This design comes from an exercise in tuning for small area and a short achievable clock period on the open sky130 flow, not from production work.
No run shown here included a check of the RTL's function; only the layout flow was run.
Power figures rest on the tool's default switching activity, not on a simulated workload.

[flow/run.sh]
#!/bin/bash
# synth_recipe.tcl (not shown) runs the flow's synth.tcl, then flattens the netlist and writes it again
# the make line also repeats each setting of config.mk as NAME=value (left out here)
make -C /OpenROAD-flow-scripts/flow DESIGN_CONFIG=/design/flow/config.mk WORK_HOME=/design/flow/orfs CLKGATE_MAP_FILE= SYNTH_SCRIPT=/design/flow/synth_recipe.tcl finish
[flow/config.mk]
export PLATFORM = sky130hd
export DESIGN_NAME = frontend_top
export DESIGN_NICKNAME = frontend_top
export VERILOG_FILES = /design/flow/design.v
export SDC_FILE = /design/flow/constraint.sdc
export NUM_CORES = 4
export LEC_CHECK = 0
export CAP_MARGIN = 20
export CORE_MARGIN = 2
export CORE_UTILIZATION = 40
export SETUP_SLACK_MARGIN = 0.3
export SLEW_MARGIN = 20
[flow/design.v]
`timescale 1ns/1ns
`default_nettype none
module frontend_top (
    input  logic        clk,
    input  logic        rst_n,
    input  logic        inst_valid,
    input  logic [31:0] inst,
    input  logic [31:0] inst_pc,
    output logic        inst_ready,
    output logic        iss_valid,
    output logic [31:0] iss_pc,
    output logic [5:0]  iss_rob_idx,
    output logic [5:0]  iss_rd_p,
    output logic [5:0]  iss_rs1_p,
    output logic [5:0]  iss_rs2_p,
    output logic        iss_rs1_ready,
    output logic        iss_rs2_ready,
    output logic [1:0]  iss_fu,
    output logic [3:0]  iss_alu_op,
    output logic [31:0] iss_imm,
    output logic        iss_alu_src,
    output logic        iss_mem_read,
    output logic        iss_mem_write,
    output logic        iss_reg_write,
    output logic [1:0]  iss_mem_size,
    input  logic        iss_ready
);
    logic [6:0] opc;
    logic       c_r, c_i, c_l, c_s, c_u;
    assign opc = inst[6:0];
    assign c_r = (opc == 7'b0110011);
    assign c_i = (opc == 7'b0010011);
    assign c_l = (opc == 7'b0000011);
    assign c_s = (opc == 7'b0100011);
    assign c_u = (opc == 7'b0110111);
    logic        dv;
    logic [31:0] d_pc;
    logic [31:7] d_in;           
    logic        d_r, d_i, d_l, d_s, d_u, d_legal, d_needs;
    logic        advance;
    logic        alloc;
    logic        enq;
    logic        iq_full;
    logic [5:0]  cnt;            
    assign advance    = dv && !iq_full && (!cnt[5] || !d_needs);
    assign alloc      = advance && d_needs;
    assign enq        = advance && d_legal;
    assign inst_ready = !dv || advance;
    always_ff @(posedge clk or negedge rst_n) begin
        if (!rst_n)
            dv <= 1'b0;
        else if (inst_ready)
            dv <= inst_valid;
    end
    always_ff @(posedge clk) begin
        if (inst_ready) begin
            d_pc    <= inst_pc;
            d_in    <= inst[31:7];
            d_r     <= c_r;
            d_i     <= c_i;
            d_l     <= c_l;
            d_s     <= c_s;
            d_u     <= c_u;
            d_legal <= c_r | c_i | c_l | c_s | c_u;
            d_needs <= (c_r | c_i | c_l | c_u) && (inst[11:7] != 5'd0);
        end
    end
    logic [31:1] rn;             
    logic [4:0]  rj [32];        
    logic [4:0]  d_rd, d_rs1, d_rs2;
    assign d_rd  = d_in[11:7];
    assign d_rs1 = d_in[19:15];
    assign d_rs2 = d_in[24:20];
    always_ff @(posedge clk or negedge rst_n) begin
        if (!rst_n) begin
            cnt <= 6'd0;
            rn  <= '0;
        end else if (alloc) begin
            cnt      <= cnt + 6'd1;
            rn[d_rd] <= 1'b1;
        end
    end
    always_ff @(posedge clk) begin
        if (alloc) rj[d_rd] <= cnt[4:0];
    end
    typedef struct packed {
        logic [31:0] pc;
        logic [6:0]  f;
        logic [5:0]  a;
        logic [5:0]  b;
        logic [4:0]  lo;
        logic [1:0]  op;
        logic        u;
        logic        src;
        logic        mr;
        logic        mw;
        logic        msz;
        logic        rd;
    } ent_t;
    ent_t       w;
    logic [2:0] d_f3;
    logic       d_srai;
    logic       rn1, rn2;
    assign d_f3   = d_in[14:12];
    assign d_srai = d_i && (d_f3 == 3'b101) && (d_in[31:26] == 6'b010000);
    assign rn1    = (d_rs1 != 5'd0) && rn[d_rs1] && !d_u;
    assign rn2    = (d_rs2 != 5'd0) && rn[d_rs2] && (d_r || d_s);
    always_comb begin
        w.pc  = d_pc;
        w.f   = (d_r || d_srai) ? 7'd0 : d_in[31:25];
        w.a   = rn1 ? {1'b1, rj[d_rs1]} : {1'b0, d_rs1};
        w.b   = rn2 ? {1'b1, rj[d_rs2]} : {1'b0, (d_r || d_s || d_u) ? d_rs2 : 5'd0};
        if (d_s)
            w.lo = d_in[11:7];
        else if (d_i || d_l)
            w.lo = d_in[24:20];
        else if (d_u)
            w.lo = {2'b00, d_f3};
        else
            w.lo = 5'd0;
        w.op = 2'd0;
        if (d_r && d_in[31:25] == 7'd0 && d_f3 == 3'b100) w.op = 2'd1;
        if (d_i && d_f3 == 3'b110) w.op = 2'd2;
        if (d_srai) w.op = 2'd3;
        w.u   = d_u;
        w.src = !d_r;
        w.mr  = d_l;
        w.mw  = d_s;
        w.msz = !((d_l || d_s) && d_f3 == 3'b000);
        w.rd  = d_needs;
    end
    logic [63:0] q [7];          
    logic [6:0] wp, rp;          
    logic [2:0] fc;              
    logic       fe;              
    logic       hv;              
    logic       refill, pop, push;
    ent_t       qh;              
    ent_t       nx;              
    assign iq_full = (fc == 3'd7);
    assign refill  = !hv || iss_ready;
    assign pop     = iss_ready && !fe;
    assign push    = enq && !(refill && fe);
    always_comb begin
        qh = '0;
        for (int e = 0; e < 7; e++)
            if (rp[e]) qh = qh | q[e];
    end
    assign nx = fe ? w : qh;
    always_ff @(posedge clk or negedge rst_n) begin
        if (!rst_n) begin
            wp <= 7'd1;
            rp <= 7'd1;
            fc <= 3'd0;
            fe <= 1'b1;
            hv <= 1'b0;
        end else begin
            if (push) wp <= {wp[5:0], wp[6]};
            if (pop)  rp <= {rp[5:0], rp[6]};
            if (push && !pop) begin
                fc <= fc + 3'd1;
                fe <= 1'b0;
            end else if (pop && !push) begin
                fc <= fc - 3'd1;
                fe <= (fc == 3'd1);
            end
            hv <= (hv && !(iss_ready && fe)) || enq;
        end
    end
    always_ff @(posedge clk) begin
        for (int e = 0; e < 7; e++)
            if (enq && wp[e]) q[e] <= w;
    end
    logic [5:0] rob;             
    logic       sel;             
    logic [5:0] rob_n;
    logic       sel_n;
    assign rob_n = hv ? rob + {5'd0, iss_rd_p[5]} : rob;
    assign sel_n = hv ? sel ^ !iss_fu[1] : sel;
    always_ff @(posedge clk or negedge rst_n) begin
        if (!rst_n) begin
            rob <= 6'd0;
            sel <= 1'b0;
        end else if (refill) begin
            rob <= rob_n;
            sel <= sel_n;
        end
    end
    logic [2:0] h_op;
    logic       h_msz;
    assign iss_rob_idx  = rob;
    assign iss_alu_op   = {1'b0, h_op};
    assign iss_mem_size = {h_msz, 1'b0};
    assign iss_valid   = hv;
    always_ff @(posedge clk) begin
        if (refill) begin
            iss_pc         <= nx.pc;
            iss_rd_p       <= nx.rd ? {1'b1, rob_n[4:0]} : 6'd0;
            iss_rs1_p      <= {nx.a[5], nx.a[4:0] & {5{!nx.u}}};
            iss_rs2_p      <= {nx.b[5], nx.b[4:0] & {5{!nx.u}}};
            iss_rs1_ready  <= !nx.a[5];
            iss_rs2_ready  <= !nx.b[5];
            iss_fu         <= (nx.mr || nx.mw) ? 2'd2 : {1'b0, sel_n};
            h_op           <= {nx.u, nx.op};
            iss_imm[31]    <= nx.f[6];
            iss_imm[30:25] <= nx.u ? nx.f[5:0]  : {6{nx.f[6]}};
            iss_imm[24:20] <= nx.u ? nx.b[4:0]  : {5{nx.f[6]}};
            iss_imm[19:15] <= nx.u ? nx.a[4:0]  : {5{nx.f[6]}};
            iss_imm[14:12] <= nx.u ? nx.lo[2:0] : {3{nx.f[6]}};
            iss_imm[11]    <= !nx.u && nx.f[6];
            iss_imm[10:5]  <= nx.u ? 6'd0 : nx.f[5:0];
            iss_imm[4:0]   <= nx.u ? 5'd0 : nx.lo;
            iss_alu_src    <= nx.src;
            iss_mem_read   <= nx.mr;
            iss_mem_write  <= nx.mw;
            iss_reg_write  <= !nx.mw;
            h_msz          <= nx.msz;
        end
    end
endmodule
`default_nettype wire
[flow/constraint.sdc]
create_clock -name core_clock -period 6.5 [get_ports {clk}]
set_input_delay 1.3000 -clock core_clock [delete_from_list [all_inputs] [get_ports {clk}]]
set_output_delay 1.3000 -clock core_clock [all_outputs]
set_load 0.01 [all_outputs]
==> key figures, run 1 <==
Global route
  • Total grt overflow: 0
  • Antenna violations before repair: 0
  • First-pass GRT wire length: ~130 mm
  • Total Routing Usage GR: 0.2013
  • Largest net degree at the start of global routing: 72
  • Vias in the first global route: roughly 20,000

Status
  • Outcome: complete, no violations

Setup path
  • Worst-path fanout max: 25
  • Worst setup path class: register to output port
  • CP arrival: ~3.3 ns
  • Startpoint types: register
  • Req. time, crit path: around 5.2 ns
  • Setup crit end kind: output port

Floorplanning
  • Ports: between 150 and 200
  • Core ar.: roughly 84,000 µm²
  • Die area: a little under 90,000 µm²
  • Row count: approximately 110
  • Initial Util: 0.4054
  • Die height: slightly below 300 µm
  • Die X-Extent: between 200 and 300 µm

Detailed routing
  • Post-Route WL: slightly below 90 mm
  • # DRC: 0
  • Vias: between 15,000 and 20,000
  • Starting DRC count in detailed routing: roughly 1,900
  • Vias per inst: roughly 5.8
  • WL per Instance: 26.12 µm
  • Post-DRT Antenna Nets: 0
  • Drt pass-1 iters: 8

Timing
  • Slew HR: 0.2770
  • Setup TNS: 0 ns
  • Setup Skew: between 0.03 and 0.04 ns
  • Fmax: 216.9 MHz
  • Actual slew at the worst max-slew pin: roughly 1.1 ns
  • Final setup vio count: 0
  • Fin crit share: 0.7093
  • Final hold vios: 0
  • Slew Limit Fails: 0
  • RSZ-0062 raised after global routing: false
  • Min Tclk post-route: between 4 and 5 ns

Clock tree
  • CTS Hold Bufs: 0
  • CTS sink count: 840
  • Clk slew on worst S/H paths: 0.06 ns
  • Clock Path Buffers: 3
  • Clk Latency, worst-skew pair: about 0.65 ns
  • TritonCTS clock tree: yes
  • Clock root cell: clkbuf_16
  • PostCTS Resize Cnt: 0
  • TritonCTS buffer count: 88
  • Postcts setup bufs: 0
  • H-tree depth: 3

Cells and area
  • Most frequent cells in the layout: edfxtp_1 (766), clkdlybuf4s50_1 (168), a22oi_1 (116), mux4_2 (95)
  • Synth-to-Final Area Change: 16.89%
  • Final core area utilization: 0.4739
  • Diode count: 0
  • Most common cell after layout, fill and taps aside: edfxtp_1
  • Final net count: 2,263
  • Layout cells sized above 1: 0.1446

Logic synthesis
  • Avg Cell Area, Syn: between 15 and 20 µm²
  • Post-synthesis sequential area ratio: 0.7301
  • Synthesized area: 33,980 µm²
  • Top FF cell, synth: edfxtp_1
  • Yosys reg bits: 840
  • Post-synthesis cell type count: 83
  • Yosys warnings: 2
  • Post-synth EDFFs: ~770
  • Fraction of registers with async set/reset: 0.07619
  • Syn Inst Count: 2,011

Place
  • HPWL after detailed placement: around 53 mm
  • Gpl congestion: approximately 0.86
  • Port buffer count: about 170

Power and ir drop
  • Largest vdd supply drop: ~0.22 mV
  • Pwr Density: 397.0 nW/µm²
  • P_leak: around 13 nW

Run
  • Max-cap violations: 0

Worst hold path
  • Tightest Hold Check Type: register to register
[synth_stat cells (all sizes together), types with 6 or more instances]
cell,number,area share
a22oi,116,0.026
nor3,14,0.0024
nor4,19,0.0035
inv,28,0.0031
a221oi,17,0.0046
and3,31,0.0059
or2,8,0.0015
nand2,89,0.0098
xnor2,12,0.0031
nand2b,11,0.0020
edfxtp,766,0.68
buf,55,0.0085
mux2i,49,0.014
a22o,12,0.0031
and2,6,0.0011
o22ai,14,0.0026
clkbuf,76,0.0084
xor2,14,0.0038
o21a,39,0.0086
nand4,56,0.010
mux4,95,0.063
ha,22,0.0081
nor2,91,0.010
nor2b,11,0.0020
nand3,26,0.0038
a31o,11,0.0028
mux2,20,0.0066
or3,6,0.0011
a222oi,54,0.016
dfrtp,61,0.045
a211oi,8,0.0018
dfxtp,10,0.0059
o21bai,21,0.0046
a31oi,6,0.0011
a21oi,29,0.0043
o21ai,52,0.0078
[cells by family after synthesis]
| family | count (synthesis) | share of synthesized area |
|---|---|---|
| simple gates | 390 | 0.05899 |
| other cells | 1 | 0.0001104 |
| flops | 840 | 0.7301 |
| xor+xnor | 26 | 0.006923 |
| fa+ha+maj | 22 | 0.008101 |
| compound gates | 408 | 0.09169 |
| mux | 164 | 0.08403 |
| buf+inv | 160 | 0.02007 |
[layout make-up]
class,count,area (µm²)
clock buffer,125,2472
sequential,840,24830
timing repair buffer,202,1947
clock inverter,40,426.7
inverter,29,110.1
fill,7109,44100
tap,1134,1419
multi-input combinational,1012,8519
[worst max-delay path, stage by stage, from the launching register on]
cell and delay (ns):
dfrtp_1 0.42, ha_1 0.23, ha_1 0.18, nor2b_1 0.16, a21boi_1 0.53, nand2b_4 0.45, clkdlybuf4s50_1 0.69
[through the flow]
stage          setup WS (ns)  power (W)  cell area, µm²  hold slack [ns]  instances
6_report               1.890    0.01577           39720           0.4781       3382
5_1_grt                1.662    0.01640           39720           0.4976       3382
4_1_cts                1.792    0.01587           39690           0.4746       3381
3_5_place_dp           2.414    0.01090           36790           0.4685       3216
3_3_place_gp           2.603    0.01081           36790           0.4539       3216
2_1_floorplan          1.249   0.009402           33980           0.4441       2012
[registers in the layout (all words and copies together), names as in the netlist, 7 cells and up, named ones only]
signal	count
d_in	25
rp	7
iss_pc	32
q	448
rn	31
wp	7
iss_imm	32
d_pc	32
rj	160
[final timing paths]
check,startpoint,to,slack [ns],depth (start not counted)
max,fc[0],inst_ready,1.89,6
min in group asynchronous,rst_n,cnt[1],0.85,2
max in group asynchronous,rst_n,rp[5],4.96,2
min,wp[0],wp[0],0.48,2
min reg2reg,wp[0],wp[0],0.48,2
max reg2reg,d_in[15],q[1][19],2.40,9
[routing by layer]
| layer | global-route usage | vias up | wire length, µm |
|---|---|---|---|
| met5 | 0 | - | 0 |
| met4 | 0.06042 | 0 | 2344 |
| met3 | 0.03097 | 154 | 5618 |
| met2 | 0.3460 | 771 | 44420 |
| met1 | 0.2642 | 10220 | 35940 |
| li1 | - | 8559 | - |
[where the power goes]
group	switching (W)	internal [W]	total [W]
registers	0.000692	0.00686	0.00755
logic	0.00188	0.00137	0.00325
clock network	0.00210	0.00287	0.00497
total	0.00467	0.0111	0.0158
==> inputs of run 2 (changes only) <==
--- a/flow/config.mk
+++ b/flow/config.mk
@@ -10,3 +10,3 @@
 export CORE_UTILIZATION = 40
-export SETUP_SLACK_MARGIN = 0.3
+export SETUP_SLACK_MARGIN = 3.8
 export SLEW_MARGIN = 20
==> run 2 against run 1 <==
  * Non-clock buffer count grew 103
  * Maximum frequency is 38% higher
  * Core utilization up 2.5 points
  * Power is 6.4% higher
  * Critical endpoint unchanged
  * Largest power group unchanged
==> key figures, run 2 <==
Logic synthesis
  • Syn Inst Count: 2,011 (unchanged)
  • Leading area contributor after synthesis: edfxtp_1 (unchanged)
  • Fraction of registers with async set/reset: 0.07619 (unchanged)
  • Top FF cell, synth: edfxtp_1 (unchanged)
  • Post-synthesis cell type count: 83 (unchanged)
  • Ranking of synthesized cells by area: edfxtp_1 (68%), mux4_2 (6.3%), dfrtp_1 (4.5%) (unchanged)
  • Synthesized area: 33,980 µm² (unchanged)
  • Post-synth top cells: edfxtp_1 (766), a22oi_1 (116), mux4_2 (95), nor2_1 (90), nand2_1 (89) (unchanged)
  • Post-synth EDFFs: 766 (unchanged)
  • Top-count cell post-synth: edfxtp_1 (unchanged)
  • Post-synthesis sequential area ratio: 0.7301 (unchanged)
  • Area share of the largest cell type after synthesis: 0.6770 (unchanged)
  • Yosys reg bits: 840 (unchanged)
  • Avg Cell Area, Syn: 16.90 µm² (unchanged)
  • Yosys warnings: 2 (unchanged)

Clock tree
  • Clock root cell: clkbuf_16 (unchanged)
  • Clock Path Buffers: 3 (unchanged)
  • CTS sink count: 840 (unchanged)
  • TritonCTS clock tree: yes (unchanged)
  • Clk slew on worst S/H paths: 0.07 ns (was 0.06 ns)
  • CTS Hold Bufs: 0 (unchanged)
  • TritonCTS buffer count: 88 (unchanged)
  • Clk Latency, worst-skew pair: 0.66 ns (was 0.65 ns)
  • H-tree depth: 3 (unchanged)

Setup path
  • Setup crit end kind: output port (unchanged)
  • Cell Chain, Critical Path: ha_2, ha_4, nor2b_4, a21boi_4, nand2b_4, buf_6 (was ha_1, ha_1, nor2b_1, a21boi_1, nand2b_4, clkdlybuf4s50_1)
  • Startpoint types: register (unchanged)
  • Req. time, crit path: 5.20 ns (about the same)
  • Reg2Reg Setup Slack: 3.52 ns (was 2.40 ns)
  • Reg2Reg Capture Point: iss_imm[16] (was q[1][19])
  • Worst setup path class: register to output port (unchanged)
  • Reg2Reg Depth: 12 (was 9)
  • Worst r2r src: d_in[15] (unchanged)
  • CP arrival: 2.04 ns (was 3.31 ns)
  • CP max-delay cell: dfrtp_1 (was clkdlybuf4s50_1)
  • Max incr delay on CP: 0.40 ns (was 0.69 ns)
  • CP Launch Point: fc[0] (unchanged)
  • Worst-path fanout max: 2 (was 25)
  • Crit path to: inst_ready (unchanged)

Detailed routing
  • Wire length on met1: 36.75 mm (was 35.94 mm)
  • Starting DRC count in detailed routing: 2,283 (was 1,881)
  • Met3 wire length: 7.676 mm (was 5.618 mm)
  • # DRC: 0 (unchanged)
  • Max Used Layer: met4 (unchanged)
  • Drt pass-1 iters: 7 (was 8)
  • Met2 routed WL: 45.67 mm (was 44.42 mm)
  • Post-DRT Antenna Nets: 0 (unchanged)
  • WL per Instance: 26.44 µm (was 26.12 µm)
  • Vias per inst: 5.863 (was 5.825)
  • Post-Route WL: 92.36 mm (was 88.32 mm)
  • Vias: 20,480 (was 19,700)

Worst hold path
  • Tightest Hold Check Type: register to register (unchanged)

Timing
  • Fin crit share: 0.5131 (was 0.7093)
  • RSZ-0062 raised after global routing: true (was false)
  • Setup Skew: 0.07417 ns (was 0.03304 ns)
  • Min Tclk post-route: 3.335 ns (was 4.610 ns)
  • Final setup vio count: 0 (unchanged)
  • Final hold vios: 0 (unchanged)
  • Fmax: 299.8 MHz (was 216.9 MHz)
  • Slew Limit Fails: 0 (unchanged)
  • Setup TNS: 0 ns (unchanged)
  • Actual slew at the worst max-slew pin: 1.119 ns (was 1.075 ns)
  • Slew HR: 0.2460 (was 0.2770)

Global route
  • Vias in the first global route: 20,570 (was 19,980)
  • Largest net degree at the start of global routing: 63 (was 72)
  • First-pass GRT wire length: 134.2 mm (was 129.9 mm)
  • Total Routing Usage GR: 0.2076 (was 0.2013)
  • Antenna violations before repair: 0 (unchanged)
  • Total grt overflow: 0 (unchanged)

Cells and area
  • Most flop-heavy register: q (unchanged)
  • Most common cell after layout, fill and taps aside: edfxtp_1 (unchanged)
  • Most frequent cells in the layout: edfxtp_1 (766), a22oi_1 (116), mux4_2 (95), buf_4 (90), clkbuf_16 (88) (was edfxtp_1 (766), clkdlybuf4s50_1 (168), a22oi_1 (116), mux4_2 (95))
  • Layout cells sized above 1: 0.2489 (was 0.1446)
  • Final net count: 2,375 (was 2,263)
  • Final core area utilization: 0.4992 (was 0.4739)
  • Filler cells: 6,959 (was 7,109)
  • Sequential standard cell area: 24,850 µm² (was 24,830 µm²)
  • Biggest regs: q (448), rj (160) (unchanged)
  • Synth-to-Final Area Change: 23.15% (was 16.89%)
  • Max FFs per register: 448 (unchanged)
  • Area occupied by multi-input gates: 9555 µm² (was 8519 µm²)

Floorplanning
  • Ports: 172 (unchanged)
  • Core ar.: 83,820 µm² (unchanged)
  • Die area: 87,290 µm² (unchanged)
  • Die X-Extent: 295.5 µm (unchanged)
  • Initial Util: 0.4054 (unchanged)
  • Row count: 106 (unchanged)
  • Die height: 295.5 µm (unchanged)

Place
  • Gpl congestion: 0.8306 (was 0.8610)
  • Port buffer count: 169 (unchanged)
  • HPWL after detailed placement: 52.37 mm (was 53.09 mm)

Status
  • Outcome: complete, no violations (unchanged)

Power and ir drop
  • P_leak: 14.21 nW (was 13.18 nW)
  • Pwr Density: 400.9 nW/µm² (was 397.0 nW/µm²)
  • Largest vdd supply drop: 0.2834 mV (was 0.2170 mV)

Run
  • Max-cap violations: 0 (unchanged)
-- run 2: cell counts after synthesis --
No cell type changed its count.
-- run 2: report_power, final --
group / internal, W / switching [W] / leakage (nW) / total [W]
Combinational: 0.00185 / 0.00244 / 4.77 / 0.00430
Clock: 0.00290 / 0.00217 / 1.42 / 0.00506
Sequential: 0.00686 / 0.000557 / 8.03 / 0.00741
Total: 0.0116 / 0.00517 / 14.2 / 0.0168
-- run 2: stage by stage --
step	total power [W]	hold slack, ns	instances	cell area, µm²	setup slack, ns
2_1_floorplan	0.009535	0.4441	2012	34390	3.427
3_3_place_gp	0.01091	0.4581	3213	37040	2.673
3_5_place_dp	0.01100	0.4669	3213	37050	2.517
4_1_cts	0.01656	0.4762	3457	41190	3.140
5_1_grt	0.01741	0.4872	3492	41840	3.065
6_report	0.01678	0.4739	3493	41850	3.165
-- run 2: worst min-delay path by stage --
| stage | startpoint | to | slack [ns] | cells after the start |
|---|---|---|---|---|
| finish | wp[0] | wp[0] | 0.47 | 2 |
| detailed placement | wp[0] | wp[0] | 0.47 | 2 |
| global placement | rob[5] | rob[5] | 0.46 | 1 |
| CTS | wp[0] | wp[0] | 0.48 | 2 |
| global route | wp[0] | wp[0] | 0.49 | 2 |
| floorplan | wp[0] | wp[0] | 0.44 | 2 |
-- run 2: timing repair --
item	4_1_cts	5_1_grt
hold endpoints to repair	0	0
pin swaps	40	44
gates resized for setup	278	92
endpoints found under the setup margin	805	351
cloned	8	2
buffers inserted	73	33
-- run 2: final cells by class --
cell class	instances	share of cell area
well taps	1134	0.03391
clock buffers	100	0.05394
clock inverters	63	0.01677
inverters	29	0.003439
multi-input cells	1021	0.2284
flip-flops and latches	840	0.5938
repair buffers	305	0.06976
diodes	1	0.00005980
-- run 2: worst max-delay path, delay by kind of cell (launching register included) --
kind,cells,cell delay [ns]
AOI/OAI and AO/OA,1,0.18
adders and majority gates,2,0.38
buffers and inverters,1,0.14
DFF,1,0.40
and+or+nand+nor,2,0.30
-- run 2: kinds of logic after synthesis --
group	Yosys count	share of synthesized area
compound gates	408	0.09169
flops	840	0.7301
simple gates	390	0.05899
buf+inv	160	0.02007
other cells	1	0.0001104
fa+ha+maj	22	0.008101
mux	164	0.08403
xor+xnor	26	0.006923
-- run 2: routing by layer --
metal / track usage / vias to the layer above
li1: - / 8784
met2: 0.3491 / 938
met1: 0.2779 / 10620
met5: 0 / -
met3: 0.03834 / 136
met4: 0.05547 / 0
==> inputs of run 3 (changes only) <==
--- a/flow/design.v
+++ b/flow/design.v
@@ -44,11 +44,29 @@
     logic [5:0]  cnt;            
-    assign advance    = dv && !iq_full && (!cnt[5] || !d_needs);
-    assign alloc      = advance && d_needs;
-    assign enq        = advance && d_legal;
-    assign inst_ready = !dv || advance;
-    always_ff @(posedge clk or negedge rst_n) begin
-        if (!rst_n)
-            dv <= 1'b0;
-        else if (inst_ready)
-            dv <= inst_valid;
+    logic        in_needs, in_legal;
+    logic        dv_n, needs_n, legal_n, full_n, cnt5_n, adv_n;
+    logic        fe, pop, fc6;
+    assign in_legal = c_r | c_i | c_l | c_s | c_u;
+    assign in_needs = (c_r | c_i | c_l | c_u) && (inst[11:7] != 5'd0);
+    assign dv_n    = inst_ready ? inst_valid : dv;
+    assign needs_n = inst_ready ? in_needs : d_needs;
+    assign legal_n = inst_ready ? in_legal : d_legal;
+    assign full_n  = !pop && (iq_full || (fc6 && enq));
+    assign cnt5_n  = cnt[5] || (alloc && (&cnt[4:0]));
+    assign adv_n   = dv_n && !full_n && (!cnt5_n || !needs_n);
+    always_ff @(posedge clk or negedge rst_n) begin
+        if (!rst_n) begin
+            dv         <= 1'b0;
+            advance    <= 1'b0;
+            alloc      <= 1'b0;
+            enq        <= 1'b0;
+            iq_full    <= 1'b0;
+            inst_ready <= 1'b1;
+        end else begin
+            dv         <= dv_n;
+            advance    <= adv_n;
+            alloc      <= adv_n && needs_n;
+            enq        <= adv_n && legal_n;
+            iq_full    <= full_n;
+            inst_ready <= !dv_n || adv_n;
+        end
     end
@@ -63,4 +81,4 @@
             d_u     <= c_u;
-            d_legal <= c_r | c_i | c_l | c_s | c_u;
-            d_needs <= (c_r | c_i | c_l | c_u) && (inst[11:7] != 5'd0);
+            d_legal <= in_legal;
+            d_needs <= in_needs;
         end
@@ -134,8 +152,7 @@
     logic [2:0] fc;              
-    logic       fe;              
     logic       hv;              
-    logic       refill, pop, push;
+    logic       refill, push;
     ent_t       qh;              
     ent_t       nx;              
-    assign iq_full = (fc == 3'd7);
+    assign fc6     = (fc == 3'd6);
     assign refill  = !hv || iss_ready;
--- a/flow/config.mk
+++ b/flow/config.mk
@@ -10,3 +10,3 @@
 export CORE_UTILIZATION = 40
-export SETUP_SLACK_MARGIN = 3.8
+export SETUP_SLACK_MARGIN = 4.2
 export SLEW_MARGIN = 20
==> run 3 against run 2 <==
  * Critical endpoint is now rn[16]
  * Hold slack improved by 0.00098 ns
  * Non-clock buffer count increased by 1
  * Cell area decreased by 2.4%
  * Global-route usage increased by 0.60 points
  * Combinational power decreased by about 60%
  * Via count decreased by 1.5%
  * Synthesized cell count decreased by 3.2%
  * Synthesized area decreased by 0.88%
  * Sequential power decreased by 11%
==> key figures, run 3 <==
Cells and area
  • Max FFs per register: 448 (unchanged)
  • Layout cells sized above 1: 0.2747 (was 0.2489)
  • Most flop-heavy register: q (unchanged)
  • Most common cell after layout, fill and taps aside: edfxtp_1 (unchanged)
  • Filler cells: 6,899 (was 6,959)
  • Final net count: 2,312 (was 2,375)
  • Final core area utilization: 0.4888 (was 0.4992)
  • Sequential standard cell area: 24,940 µm² (was 24,850 µm²)
  • Area occupied by multi-input gates: 8954 µm² (was 9555 µm²)
  • Synth-to-Final Area Change: 21.28% (was 23.15%)
  • Biggest regs: q (448), rj (160) (unchanged)
  • Most frequent cells in the layout: edfxtp_1 (764), a22oi_1 (137), mux4_2 (94), buf_2 (89), clkbuf_16 (88) (was edfxtp_1 (766), a22oi_1 (116), mux4_2 (95), buf_4 (90), clkbuf_16 (88))

Floorplanning
  • Die area: 86,540 µm² (was 87,290 µm²)
  • Die height: 294.2 µm (was 295.5 µm)
  • Initial Util: 0.4031 (was 0.4054)
  • Die X-Extent: 294.2 µm (was 295.5 µm)
  • Core ar.: 83,560 µm² (was 83,820 µm²)
  • Row count: 106 (unchanged)
  • Ports: 172 (unchanged)

Logic synthesis
  • Fraction of registers with async set/reset: 0.08057 (was 0.07619)
  • Leading area contributor after synthesis: edfxtp_1 (unchanged)
  • Yosys reg bits: 844 (was 840)
  • Top FF cell, synth: edfxtp_1 (unchanged)
  • Ranking of synthesized cells by area: edfxtp_1 (68%), mux4_2 (6.3%), dfrtp_1 (4.8%) (was edfxtp_1 (68%), mux4_2 (6.3%), dfrtp_1 (4.5%))
  • Synthesized area: 33,680 µm² (was 33,980 µm²)
  • Post-synth top cells: edfxtp_1 (764), a22oi_1 (137), mux4_2 (94), nand2_1 (89), clkbuf_1 (78) (was edfxtp_1 (766), a22oi_1 (116), mux4_2 (95), nor2_1 (90), nand2_1 (89))
  • Syn Inst Count: 1,947 (was 2,011)
  • Top-count cell post-synth: edfxtp_1 (unchanged)
  • Area share of the largest cell type after synthesis: 0.6812 (was 0.6770)
  • Post-synthesis sequential area ratio: 0.7390 (was 0.7301)
  • Yosys warnings: 2 (unchanged)
  • Post-synth EDFFs: 764 (was 766)
  • Avg Cell Area, Syn: 17.30 µm² (was 16.90 µm²)
  • Post-synthesis cell type count: 69 (was 83)

Power and ir drop
  • P_leak: 14.42 nW (was 14.21 nW)
  • Pwr Density: 323.0 nW/µm² (was 400.9 nW/µm²)
  • Pwr Total: 0.01319 W (was 0.01678 W)
  • Largest vdd supply drop: 0.2311 mV (was 0.2834 mV)

Detailed routing
  • Post-Route WL: 93.17 mm (was 92.36 mm)
  • # DRC: 0 (unchanged)
  • Post-DRT Antenna Nets: 0 (unchanged)
  • WL per Instance: 27.61 µm (was 26.44 µm)
  • Vias per inst: 5.976 (was 5.863)
  • Drt pass-1 iters: 5 (was 7)
  • Starting DRC count in detailed routing: 2,441 (was 2,283)
  • Vias: 20,160 (was 20,480)

Clock tree
  • Clock Path Buffers: 3 (unchanged)
  • CTS sink count: 844 (was 840)
  • H-tree depth: 3 (unchanged)
  • Clk Latency, worst-skew pair: 0.65 ns (was 0.66 ns)
  • Clk slew on worst S/H paths: 0.06 ns (was 0.07 ns)
  • TritonCTS clock tree: yes (unchanged)
  • TritonCTS buffer count: 87 (was 88)
  • Clock root cell: clkbuf_16 (unchanged)

Place
  • HPWL after detailed placement: 53.34 mm (was 52.37 mm)
  • Port buffer count: 169 (unchanged)
  • Gpl congestion: 0.8556 (was 0.8306)

Setup path
  • Req. time, crit path: 7.07 ns (was 5.20 ns)
  • Cell Chain, Critical Path: inv_4, ha_4, nor3_4, a21oi_2, o22ai_2, nand3_2, inv_2, ha_4, nor4b_4, nand4_1, nor4_1, a31oi_1, or3_4, nor3_4, a41o_1 (was ha_2, ha_4, nor2b_4, a21boi_4, nand2b_4, buf_6)
  • Setup crit end kind: register (was output port)
  • CP max-delay cell: or3_4 (was dfrtp_1)
  • CP Buf/Inv Count: 2 (was 1)
  • Startpoint types: register (unchanged)
  • Worst setup path class: register to register (was register to output port)
  • CP arrival: 3.91 ns (was 2.04 ns)
  • Kind of cell adding the most delay to the critical path: simple AND/OR/NAND/NOR gates (was flip-flops)
  • Worst-path fanout max: 7 (was 2)
  • Max incr delay on CP: 0.44 ns (was 0.40 ns)

Timing
  • Actual slew at the worst max-slew pin: 0.9258 ns (was 1.119 ns)
  • Fin crit share: 0.5150 (was 0.5131)
  • Final hold vios: 0 (unchanged)
  • Setup Skew: 0.02721 ns (was 0.07417 ns)
  • Slew Limit Fails: 0 (unchanged)
  • Slew HR: 0.3828 (was 0.2460)
  • Fmax: 298.8 MHz (was 299.8 MHz)
  • Min Tclk post-route: 3.347 ns (was 3.335 ns)
  • RSZ-0062 raised after global routing: true (unchanged)
  • Final setup vio count: 0 (unchanged)
  • Setup TNS: 0 ns (unchanged)

Status
  • Outcome: complete, no violations (unchanged)

Global route
  • First-pass GRT wire length: 136.2 mm (was 134.2 mm)
  • Largest net degree at the start of global routing: 77 (was 63)
  • Total Routing Usage GR: 0.2137 (was 0.2076)
  • Vias in the first global route: 20,420 (was 20,570)
  • Total grt overflow: 0 (unchanged)
  • Antenna violations before repair: 5 (was 0)

Run
  • Max-cap violations: 0 (unchanged)

Worst hold path
  • Tightest Hold Check Type: register to register (unchanged)
## run 3: through the flow
step | cells | instance area, µm² | worst slack [ns] | hold WS, ns
2_1_floorplan | 1948 | 34080 | 3.353 | 0.4356
3_3_place_gp | 3097 | 36760 | 2.652 | 0.4600
3_5_place_dp | 3097 | 36780 | 2.594 | 0.4607
4_1_cts | 3353 | 40480 | 3.255 | 0.4751
5_1_grt | 3373 | 40840 | 3.016 | 0.4920
6_report | 3374 | 40850 | 3.153 | 0.4749
## run 3: logic make-up after synthesis
family | after synthesis | share of synthesized area
other cells | 1 | 0.0001113
flops | 844 | 0.7390
mux | 168 | 0.08589
compound gates | 394 | 0.09050
buf+inv | 152 | 0.01817
simple gates | 337 | 0.05052
fa+ha+maj | 23 | 0.008545
xor+xnor | 28 | 0.007282
## run 3: metal layers
metal / GRT usage / share of wire / up-vias
met4: 0.06284 / 0.029 / 6
met5: 0 / 0.00050 / -
met3: 0.04048 / 0.081 / 156
met1: 0.2982 / 0.42 / 10480
met2: 0.3418 / 0.47 / 928
li1: - / - / 8596
## run 3: final timing paths
kind	cells after the start	slack, ns	to	from
max	15	3.15	rn[16]	d_in[8]
min	2	0.47	wp[0]	wp[0]
max reg2reg	15	3.15	rn[16]	d_in[8]
min reg2reg	2	0.47	wp[0]	wp[0]
max in group asynchronous	2	4.93	hv	rst_n
min in group asynchronous	2	0.86	rob[2]	rst_n
## run 3: cell type report
class / instances / share of cell area
repair inverters: 1 / 0.0001838
clock inverters: 57 / 0.01210
repair buffers: 306 / 0.06601
clock buffers: 104 / 0.05587
flip-flops and latches: 844 / 0.6106
diodes: 1 / 0.00006127
inverters: 25 / 0.002879
multi-input cells: 956 / 0.2192
well taps: 1080 / 0.03308
## run 3: repair_timing
action | 4_1_cts | 5_1_grt
cloned | 8 | 0
buffers inserted | 87 | 19
gates resized for setup | 539 | 55
hold buffers | 0 | 0
pin swaps | 47 | 17
endpoints found under the setup margin | 487 | 438
## run 3: power breakdown
group | internal, W | switching [W] | leakage (nW)
combinational | 0.000719 | 0.00103 | 4.84
clock | 0.00276 | 0.00210 | 1.36
sequential | 0.00632 | 0.000266 | 8.22
total | 0.00980 | 0.00339 | 14.4
## run 3: worst register-to-register path, cell delays in order, from the launching register on
cell	delay, ns
edfxtp_1	0.43
inv_4	0.08
ha_4	0.21
nor3_4	0.13
a21oi_2	0.05
o22ai_2	0.21
nand3_2	0.14
inv_2	0.08
ha_4	0.20
nor4b_4	0.26
nand4_1	0.15
nor4_1	0.25
a31oi_1	0.12
or3_4	0.44
nor3_4	0.29
a41o_1	0.23

[port drivers added, routing unchanged]
In the flow no input, the clock included, has a driving cell. The finished layouts below were timed again as built, in two steps. Step 1, drivers: a clkbuf_16 drives clk and a buf_2 each remaining input, both assumed. Step 2 adds t to the input delays and takes it off the output delays; t is the mean of the earliest and latest rising clock arrival at the registers after step 1. Input paths then give back, and output paths get back, about the clock's delay inside the block. a / b / c = no drivers / after step 1 / after step 2; a / b = the first two.
run | t, ns | slack for setup (ns) | worst setup path after step 2 | clock arrival spread, ns
run 1 | 0.699 | 1.890 / 1.822 / 2.405 | register to register | 0.037 / 0.036
run 2 | 0.689 | 3.165 / 3.103 / 3.221 | input to register | 0.078 / 0.077
run 3 | 0.704 | 3.153 / 3.153 / 3.153 | register to register | 0.031 / 0.032
After both steps every run listed still meets setup and hold.
